Background: an optimization exercise with open tools, aiming at small area, a short achievable clock period and few clock cycles per item. Do not read the settings as production practice. No functional check of the RTL was part of this run. Power is estimated from default activity; no workload was simulated.

==> design.v <==
package exec_pkg;
  localparam logic [10:0] OP_ADD  = 11'b10001011000;
  localparam logic [10:0] OP_SUB  = 11'b11001011000;
  localparam logic [10:0] OP_AND  = 11'b10001010000;
  localparam logic [10:0] OP_ORR  = 11'b10101010000;
  localparam logic [10:0] OP_ADDI = 11'b10010001000;
  localparam logic [10:0] OP_SUBI = 11'b11010001000;
  localparam logic [10:0] OP_LSL  = 11'b11010011011;
  localparam logic [10:0] OP_LSR  = 11'b11010011010;
  localparam logic [10:0] OP_MUL  = 11'b10011011000;
  localparam logic [10:0] OP_LDUR = 11'b11111000010;
  localparam logic [10:0] OP_STUR = 11'b11111000000;
  localparam logic [10:0] OP_CBZ  = 11'b10110100000;
  localparam logic [10:0] OP_B    = 11'b00010100000;
  localparam logic [1:0] ALU_ADD   = 2'b00;
  localparam logic [1:0] ALU_PASSB = 2'b01;
  localparam logic [1:0] ALU_RTYPE = 2'b10;
  localparam logic [1:0] IDLE     = 2'b00;
  localparam logic [1:0] MUL_RUN  = 2'b01;
  localparam logic [1:0] MUL_DONE = 2'b10;
  localparam logic [2:0] FN_ADD   = 3'd0;
  localparam logic [2:0] FN_SUB   = 3'd1;
  localparam logic [2:0] FN_AND   = 3'd2;
  localparam logic [2:0] FN_ORR   = 3'd3;
  localparam logic [2:0] FN_LSL   = 3'd4;
  localparam logic [2:0] FN_LSR   = 3'd5;
  localparam logic [2:0] FN_PASSB = 3'd6;
  localparam logic [2:0] FN_ZERO  = 3'd7;
  function automatic logic [2:0] decode_fn(input logic [1:0] alu_op, input logic [10:0] opc);
    logic [2:0] fn;
    fn = FN_ZERO;
    case (alu_op)
      ALU_ADD:   fn = FN_ADD;
      ALU_PASSB: fn = FN_PASSB;
      ALU_RTYPE: begin
        casez (opc)
          OP_ADD, 11'b1001000100?: fn = FN_ADD;
          OP_SUB, 11'b1101000100?: fn = FN_SUB;
          OP_AND:                  fn = FN_AND;
          OP_ORR:                  fn = FN_ORR;
          OP_LSL:                  fn = FN_LSL;
          OP_LSR:                  fn = FN_LSR;
          default:                 fn = FN_ZERO;
        endcase
      end
      default:   fn = FN_ZERO;
    endcase
    decode_fn = fn;
  endfunction
endpackage
module seq_multiplier #(
  parameter int WORD = 64
) (
  input  logic            clk,
  input  logic            rst,
  input  logic            start,
  input  logic            abort,
  input  logic [WORD-1:0] a,
  input  logic [WORD-1:0] b,
  output logic            busy,
  output logic            done,
  output logic [WORD-1:0] product
);
  localparam int CW = $clog2(WORD);
  logic [WORD-1:0] acc;
  logic [WORD-1:0] mcand;
  logic [WORD-1:0] mplier;
  logic [CW-1:0]   cnt;
  assign done    = busy && (cnt == CW'(WORD - 1));
  assign product = acc;
  always_ff @(posedge clk or posedge rst) begin
    if (rst) begin
      busy   <= 1'b0;
      acc    <= '0;
      mcand  <= '0;
      mplier <= '0;
      cnt    <= '0;
    end else if (abort) begin
      busy <= 1'b0;
      acc  <= '0;
    end else if (start) begin
      busy   <= 1'b1;
      acc    <= '0;
      mcand  <= a;
      mplier <= b;
      cnt    <= '0;
    end else if (busy) begin
      if (mplier[0]) acc <= acc + mcand;
      mcand  <= mcand << 1;
      mplier <= mplier >> 1;
      cnt    <= cnt + 1'b1;
      if (done) busy <= 1'b0;
    end
  end
endmodule
module iexecute
#(
  parameter int          WORD    = 64,
  parameter logic [10:0] MUL_OPC = 11'b10011011000
) (
  input  logic            clk,
  input  logic            rst,
  input  logic            flush_in,
  input  logic [WORD-1:0] cur_pc_in,
  input  logic [WORD-1:0] read_data1_in,
  input  logic [WORD-1:0] read_data2_in,
  input  logic [WORD-1:0] sign_extend_imm_in,
  input  logic [5:0]      shamt_in,
  input  logic [10:0]     opcode_in,
  input  logic [1:0]      alu_op_in,
  input  logic            alu_src_in,
  input  logic            branch_in,
  input  logic            uncondbranch_in,
  input  logic            mem_read_in,
  input  logic            mem_write_in,
  input  logic            mem_to_reg_in,
  input  logic            reg_write_in,
  input  logic [4:0]      write_register_in,
  output logic            stall,
  output logic            zero,
  output logic            branch,
  output logic            uncondbranch,
  output logic            mem_read,
  output logic            mem_write,
  output logic            mem_to_reg,
  output logic            reg_write,
  output logic [WORD-1:0] mem_address,
  output logic [WORD-1:0] mem_write_data,
  output logic [WORD-1:0] branch_target,
  output logic [WORD-1:0] cur_pc,
  output logic [10:0]     opcode,
  output logic [4:0]      write_register
);
  logic [1:0]      state;
  logic            stall_q;
  logic [WORD-1:0] cur_pc_p0;
  logic [WORD-1:0] rd1_p0;
  logic [WORD-1:0] rd2_p0;
  logic [WORD-1:0] imm_p0;
  logic [5:0]      shamt_p0;
  logic [10:0]     opcode_p0;
  logic [1:0]      alu_op_p0;
  logic            alu_src_p0;
  logic [5:0]      ctl_p0;
  logic [4:0]      wr_p0;
  logic            vld_p0;
  logic            mul_in;
  logic            mul_start;
  logic            mul_abort;
  logic            mul_busy;
  logic            mul_done;
  logic [WORD-1:0] mul_product;
  logic [WORD-1:0] b_in;
  assign b_in      = alu_src_in ? sign_extend_imm_in : read_data2_in;
  assign mul_in    = (opcode_in == MUL_OPC) && !flush_in;
  assign mul_start = !stall_q && mul_in;
  assign mul_abort = (state == exec_pkg::MUL_RUN) && flush_in;
  seq_multiplier #(.WORD(WORD)) u_mul (
    .clk     (clk),
    .rst     (rst),
    .start   (mul_start),
    .abort   (mul_abort),
    .a       (read_data1_in),
    .b       (b_in),
    .busy    (mul_busy),
    .done    (mul_done),
    .product (mul_product)
  );
  always_ff @(posedge clk or posedge rst) begin
    if (rst) begin
      state      <= exec_pkg::IDLE;
      stall_q    <= 1'b0;
      cur_pc_p0  <= '0;
      rd1_p0     <= '0;
      rd2_p0     <= '0;
      imm_p0     <= '0;
      shamt_p0   <= '0;
      opcode_p0  <= '0;
      alu_op_p0  <= '0;
      alu_src_p0 <= 1'b0;
      ctl_p0     <= '0;
      wr_p0      <= '0;
      vld_p0     <= 1'b0;
    end else begin
      case (state)
        exec_pkg::IDLE, exec_pkg::MUL_DONE: begin
          cur_pc_p0  <= cur_pc_in;
          rd1_p0     <= read_data1_in;
          rd2_p0     <= read_data2_in;
          imm_p0     <= sign_extend_imm_in;
          shamt_p0   <= shamt_in;
          opcode_p0  <= opcode_in;
          alu_op_p0  <= alu_op_in;
          alu_src_p0 <= alu_src_in;
          wr_p0      <= write_register_in;
          vld_p0     <= !flush_in;
          ctl_p0     <= flush_in ? 6'b0 :
                        {branch_in, uncondbranch_in, mem_read_in,
                         mem_write_in, mem_to_reg_in, reg_write_in};
          state      <= mul_in ? exec_pkg::MUL_RUN : exec_pkg::IDLE;
          stall_q    <= mul_in;
        end
        exec_pkg::MUL_RUN: begin
          if (flush_in) begin
            ctl_p0  <= '0;
            vld_p0  <= 1'b0;
            state   <= exec_pkg::IDLE;
            stall_q <= 1'b0;
          end else if (mul_done || !mul_busy) begin
            state   <= exec_pkg::MUL_DONE;
            stall_q <= 1'b0;
          end
        end
        default: begin
          state   <= exec_pkg::IDLE;
          stall_q <= 1'b0;
        end
      endcase
    end
  end
  logic [WORD-1:0] b_p0;
  logic [WORD-1:0] alu_res;
  logic [WORD-1:0] result;
  logic            in_run;
  assign b_p0 = alu_src_p0 ? imm_p0 : rd2_p0;
  always_comb begin
    alu_res = '0;
    case (exec_pkg::decode_fn(alu_op_p0, opcode_p0))
      exec_pkg::FN_ADD:   alu_res = rd1_p0 + b_p0;
      exec_pkg::FN_SUB:   alu_res = rd1_p0 - b_p0;
      exec_pkg::FN_AND:   alu_res = rd1_p0 & b_p0;
      exec_pkg::FN_ORR:   alu_res = rd1_p0 | b_p0;
      exec_pkg::FN_LSL:   alu_res = rd1_p0 << shamt_p0;
      exec_pkg::FN_LSR:   alu_res = rd1_p0 >> shamt_p0;
      exec_pkg::FN_PASSB: alu_res = b_p0;
      default:  alu_res = '0;
    endcase
  end
  assign in_run = (state == exec_pkg::MUL_RUN);
  assign result = (state == exec_pkg::MUL_DONE) ? mul_product : alu_res;
  assign zero           = vld_p0 && !in_run && (result == '0);
  assign mem_address    = result;
  assign mem_write_data = rd2_p0;
  assign branch_target  = cur_pc_p0 + {imm_p0[WORD-3:0], 2'b00};
  assign cur_pc         = cur_pc_p0;
  assign opcode         = opcode_p0;
  assign write_register = wr_p0;
  assign stall          = stall_q;
  assign {branch, uncondbranch, mem_read,
          mem_write, mem_to_reg, reg_write} = in_run ? 6'b0 : ctl_p0;
endmodule
==> run.sh <==
#!/bin/bash
# synth_recipe.tcl (not shown) runs the flow's synth.tcl, then flattens the netlist and writes it again
# the make line also repeats each setting of config.mk as NAME=value (left out here)
make -C /OpenROAD-flow-scripts/flow DESIGN_CONFIG=/design/flow/config.mk WORK_HOME=/design/flow/orfs CLKGATE_MAP_FILE= SYNTH_SCRIPT=/design/flow/synth_recipe.tcl finish
==> config.mk <==
export PLATFORM = sky130hd
export DESIGN_NAME = iexecute
export DESIGN_NICKNAME = iexecute
export VERILOG_FILES = /design/flow/design.v
export SDC_FILE = /design/flow/constraint.sdc
export NUM_CORES = 4
export LEC_CHECK = 0
export CAP_MARGIN = 20
export CORE_MARGIN = 2
export CORE_UTILIZATION = 40
export SLEW_MARGIN = 20
==> constraint.sdc <==
create_clock -name core_clock -period 11.0 [get_ports {clk}]
set_input_delay 2.2000 -clock core_clock [delete_from_list [all_inputs] [get_ports {clk}]]
set_output_delay 2.2000 -clock core_clock [all_outputs]
set_load 0.01 [all_outputs]
==> qor_table.md <==
| Item | This run | Unit |
|---|---|---|
| Final setup fails | 0 | - |
| H-tree depth | 2 | - |
| Startpoint Class | flip-flop | - |
| Weighted congestion reported at the end of routability-driven placement | 1.08 | - |
| Die boundary width | 339 | um |
| Most crowded layer after global routing | met2 | - |
| Fin. max-slew vios | 0 | - |
| TritonCTS Sinks | 489 | - |
| Sum of routed wire length over all layers | 236 | mm |
| Average cell area after synthesis | 8.67 | um^2 |
| Total die area | 115000 | um^2 |
| Max-capacitance violation count | 0 | - |
| Register-to-Register Setup Slack | 5.45 | ns |
| Warnings, synthesis | 2 | - |
| Post-synth design cell area | 45000 | um^2 |
| Distinct cell type count after synthesis | 96 | - |
| Wirelength per Cell | 33.0 | um |
| P&R area growth vs syn | 20.6 | % |
| Gate count of the mapped netlist | 5189 | - |
| Cell total after placement | 7009 | - |
| Data required time of the critical path | 8.80 | ns |
| Overall track demand over capacity in global routing | 39.5 | % |
| Time the final worst path needs with I/O delays and setup | 10.60 | ns |
| Most area-consuming cells after synthesis | dfrtp_1 (27%), mux2_2 (9.8%), mux2i_1 (5.6%) | - |
| Post-detailed-route DRC marker count | 0 | - |
| Actual slew at the worst max-slew pin | 1.36 | ns |
| Final core area utilization | 48.4 | % |
| Seq cells post-synth | 489 | - |
| M1 GR Usage | 51.3 | % |
| Maximum net fanout on the critical path | 14 | - |
| GRT met3 Usage | 11.1 | % |
| End point of the critical path | zero | - |
| Leakage | 22.4 | nW |
| Relative slew margins | 9.20 | % |
| Via count | 46130 | - |
| Portion of synthesized cell area occupied by the leading cell type | 27.2 | % |
| Endpoint of the lowest-slack register-to-register path | u_mul.acc[62]$_DFFE_PP0P_ | - |
| Clock slew seen by the registers of the worst setup and hold paths | 0.06 | ns |
| Area leader, netlist | dfrtp_1 | - |
| HPWL after DPL | 185 | mm |
| Hold violation count in the final report | 0 | - |
| Net count after synthesis | 5673 | - |
| Hold wc startpoint | u_mul.mplier[9]$_DFFE_PP0P_ | - |
| Final net count | 6055 | - |
| Most numerous cell types in the synthesized netlist | nand2_1 (548), dfrtp_1 (489), nor2_1 (454) | - |
| TritonCTS clock tree | done | - |
| Worst reg2reg path startpoint | u_mul.acc[0]$_DFFE_PP0P_ | - |
| Rows | 123 | - |
| Status | no timing/DRC/antenna violations | - |
| Detailed Routing Iterations Pass 1 | 6 | - |
| Number of design-rule violations left by the first detailed-router iteration | 5473 | - |
| Main flop type after synthesis | dfrtp_1 | - |
| VDD IR max | 179 | uV |
| Kind of path behind the tightest hold check | reg -> reg | - |
| Core region area | 112000 | um^2 |
| Portion of the clock cycle consumed by the worst path in the final layout | 96.3 | % |
| Number of hold buffers added after CTS | 0 | - |
| Number of global-route vias before repair | 44527 | - |
| Number of nets with antenna violations after detailed routing | 0 | - |
| Final cell count without fillers | 7131 | - |
| F_max | 0.0944 | GHz |
| Pin count of the biggest net entering global routing | 152 | - |
| Number of buffers inserted during clock tree synthesis | 58 | - |
| Start point of the critical path | alu_src_p0$_DFFE_PP0N_ | - |
| Master cell of the clock root buffer | clkbuf_16 | - |
| Worst Clk Skew | 0.0176 | ns |
| Worst path arrival time | 8.40 | ns |
| Sequential share of the synthesized area | 27.2 | % |
| GR Overflow Total | 0 | - |
| Power consumption | 8.97 | mW |
| Worst-skew pair later-pin latency | 0.69 | ns |
| Die Y-Extent | 339 | um |
| Ratio of total power to cell area | 165 | nW/um^2 |
| Met2 usage in global routing | 60.2 | % |
| Critical Setup Path Class | reg -> out | - |
| Layout cell share with drive strength beyond 1 | 14.5 | % |
| Drt via density | 6.47 | - |
| Crit path capture type | output port | - |
| Number of synthesized flops with an enable pin | 0 | - |
| Count of boundary I/O pins | 570 | - |
| Wire length of the first global-routing pass | 333 | mm |
| Async set-reset flop share out of synthesis | 100 | % |
| Antenna violations before repair | 24 | - |
| Starting density of the core | 40.2 | % |
| CTS max path bufs | 3 | - |
| Number of port buffers | 569 | - |
| Most numerous cell in the Yosys netlist | nand2_1 | - |
| Worst-case reg-to-reg path depth | 16 | - |
metrics by stage:
step	TNS (ns)	worst slack (ns)	hold WS (ns)	instance area, um^2
6_report	0	0.405	0.475	54300
5_1_grt	-0.0169	-0.0169	0.499	54200
4_1_cts	0	0.117	0.483	54100
3_5_place_dp	0	0.783	0.470	52100
3_3_place_gp	0	0.699	0.461	52100
2_1_floorplan	0	1.59	0.450	45000
worst max-delay path: stages, from the launching register on:
cell	delay, ns
dfrtp_4	0.51
mux2_2	0.40
inv_1	0.09
ha_1	0.16
o21ai_0	0.10
or2_2	0.36
nor3_2	0.25
or3b_4	0.46
or3_1	0.43
o21ai_0	0.22
xor2_1	0.10
ha_1	0.43
nand4_1	0.23
nor3_2	0.28
nand2_1	0.09
a31oi_2	0.36
or2_2	0.29
a21oi_1	0.13
xor2_1	0.19
o22ai_1	0.14
or3_1	0.38
or3_1	0.47
or4_1	0.48
nor4_2	0.24
nand4b_1	0.19
nor3_2	0.18
clkdlybuf4s50_1	0.57
cells by family (layout without fill, tap and decap cells):
group | after synthesis | count (layout) | synth area share (%)
compound gates | 1619 | 1619 | 23.3
simple gates | 1434 | 1434 | 14.2
mux | 744 | 744 | 20.5
flops | 489 | 489 | 27.2
buf+inv | 462 | 891 | 4.45
xor+xnor | 231 | 231 | 4.50
fa+ha+maj | 210 | 210 | 5.80
other cells | 0 | 13 | 0
sequential cells by signal, indices dropped and copies added, names as in the netlist:
signal,count
alu_op_p0,2
alu_src_p0,1
ctl_p0,6
cur_pc_p0,64
imm_p0,64
opcode_p0,11
rd1_p0,64
rd2_p0,64
shamt_p0,6
state,2
u_mul.acc,64
u_mul.busy,1
u_mul.cnt,6
u_mul.mcand,64
u_mul.mplier,64
vld_p0,1
wr_p0,5
cell usage in the layout (no fill, tap or decap), types with 21 or more instances in the layout:
cell               n
clkdlybuf4s50_1  568
nand2_1          547
dfrtp_1          481
nor2_1           447
a21oi_1          432
mux2_2           392
o21ai_0          317
mux2i_1          250
ha_1             190
xnor2_1          146
buf_4            143
a21o_1           123
a31oi_1          109
mux4_2            89
xor2_1            85
nand3_1           73
nor3_1            72
a22o_1            68
o211ai_1          59
inv_1             59
o22ai_1           58
clkbuf_16         58
a211oi_1          55
o21a_1            42
a221oi_1          39
and2_1            38
nand4_1           35
a22oi_1           35
nand2b_1          32
o21bai_1          32
and3_1            31
nor2b_1           30
o31ai_1           23
or3_1             22
a221o_1           21
worst min-delay path by stage:
stage                              endpoint  cells past startpoint  slack [ns]
5_1_grt        u_mul.mplier[33]$_DFFE_PP0P_                      2        0.50
3_3_place_gp   u_mul.mplier[56]$_DFFE_PP0P_                      2        0.46
4_1_cts        u_mul.mplier[15]$_DFFE_PP0P_                      2        0.48
2_1_floorplan  u_mul.mplier[10]$_DFFE_PP0P_                      2        0.45
6_report        u_mul.mplier[9]$_DFFE_PP0P_                      2        0.48
3_5_place_dp   u_mul.mplier[15]$_DFFE_PP0P_                      2        0.47
per-layer routing:
metal / up-vias / wire (um) / share of wire (%)
li1: 20162 / - / -
met1: 22937 / 95800 / 41
met2: 2432 / 103000 / 44
met3: 579 / 23000 / 9.8
met4: 20 / 13800 / 5.8
met5: - / 128 / 0.054
cell type report:
type	count	area, um^2
Antenna cell	13	32.5
Clock buffer	84	1700
Clock inverter	23	310
Fill cell	11020	57800
Inverter	66	253
Multi-Input combinational cell	4238	30900
Sequential cell	489	12300
Tap cell	1500	1880
Timing Repair Buffer	718	6880
where the power goes:
group,leakage [nW],switching (mW),internal (mW)
combinational,15.5,2.60,1.89
sequential,5.86,0.383,2.03
clock,0.989,0.853,1.21
timing repair:
item / in CTS / in global routing
endpoints found under the setup margin: 1 / 3
setup buffers: 0 / 2
pin swaps: 0 / 2
resized for setup: 1 / 18

static timing again, ports no longer ideal:
In the flow no input, the clock included, has a driving cell. The finished layout below was timed again as built, in two steps. Step 1: set_driving_cell puts a clkbuf_16 on clk and a buf_2 on each other input, an assumption about the parent block. Step 2 times the ports against the registers' clock, not the clock port: input delays grow and output delays shrink by t, the midpoint of the rising clock arrivals with the driver on. Slacks: ideal ports / drivers / drivers and shift; pairs: ideal ports / drivers.
t, ns: 0.750
slack for setup (ns): 0.405 / 0.335 / 1.085
worst hold slack (ns): 0.475 / 0.475 / 0.475
worst data-port slew with drivers (ns): 0.13
After both steps this run still meets setup and hold. The setup slack of this run moves by -0.070 ns with the drivers and by +0.680 ns with both steps.
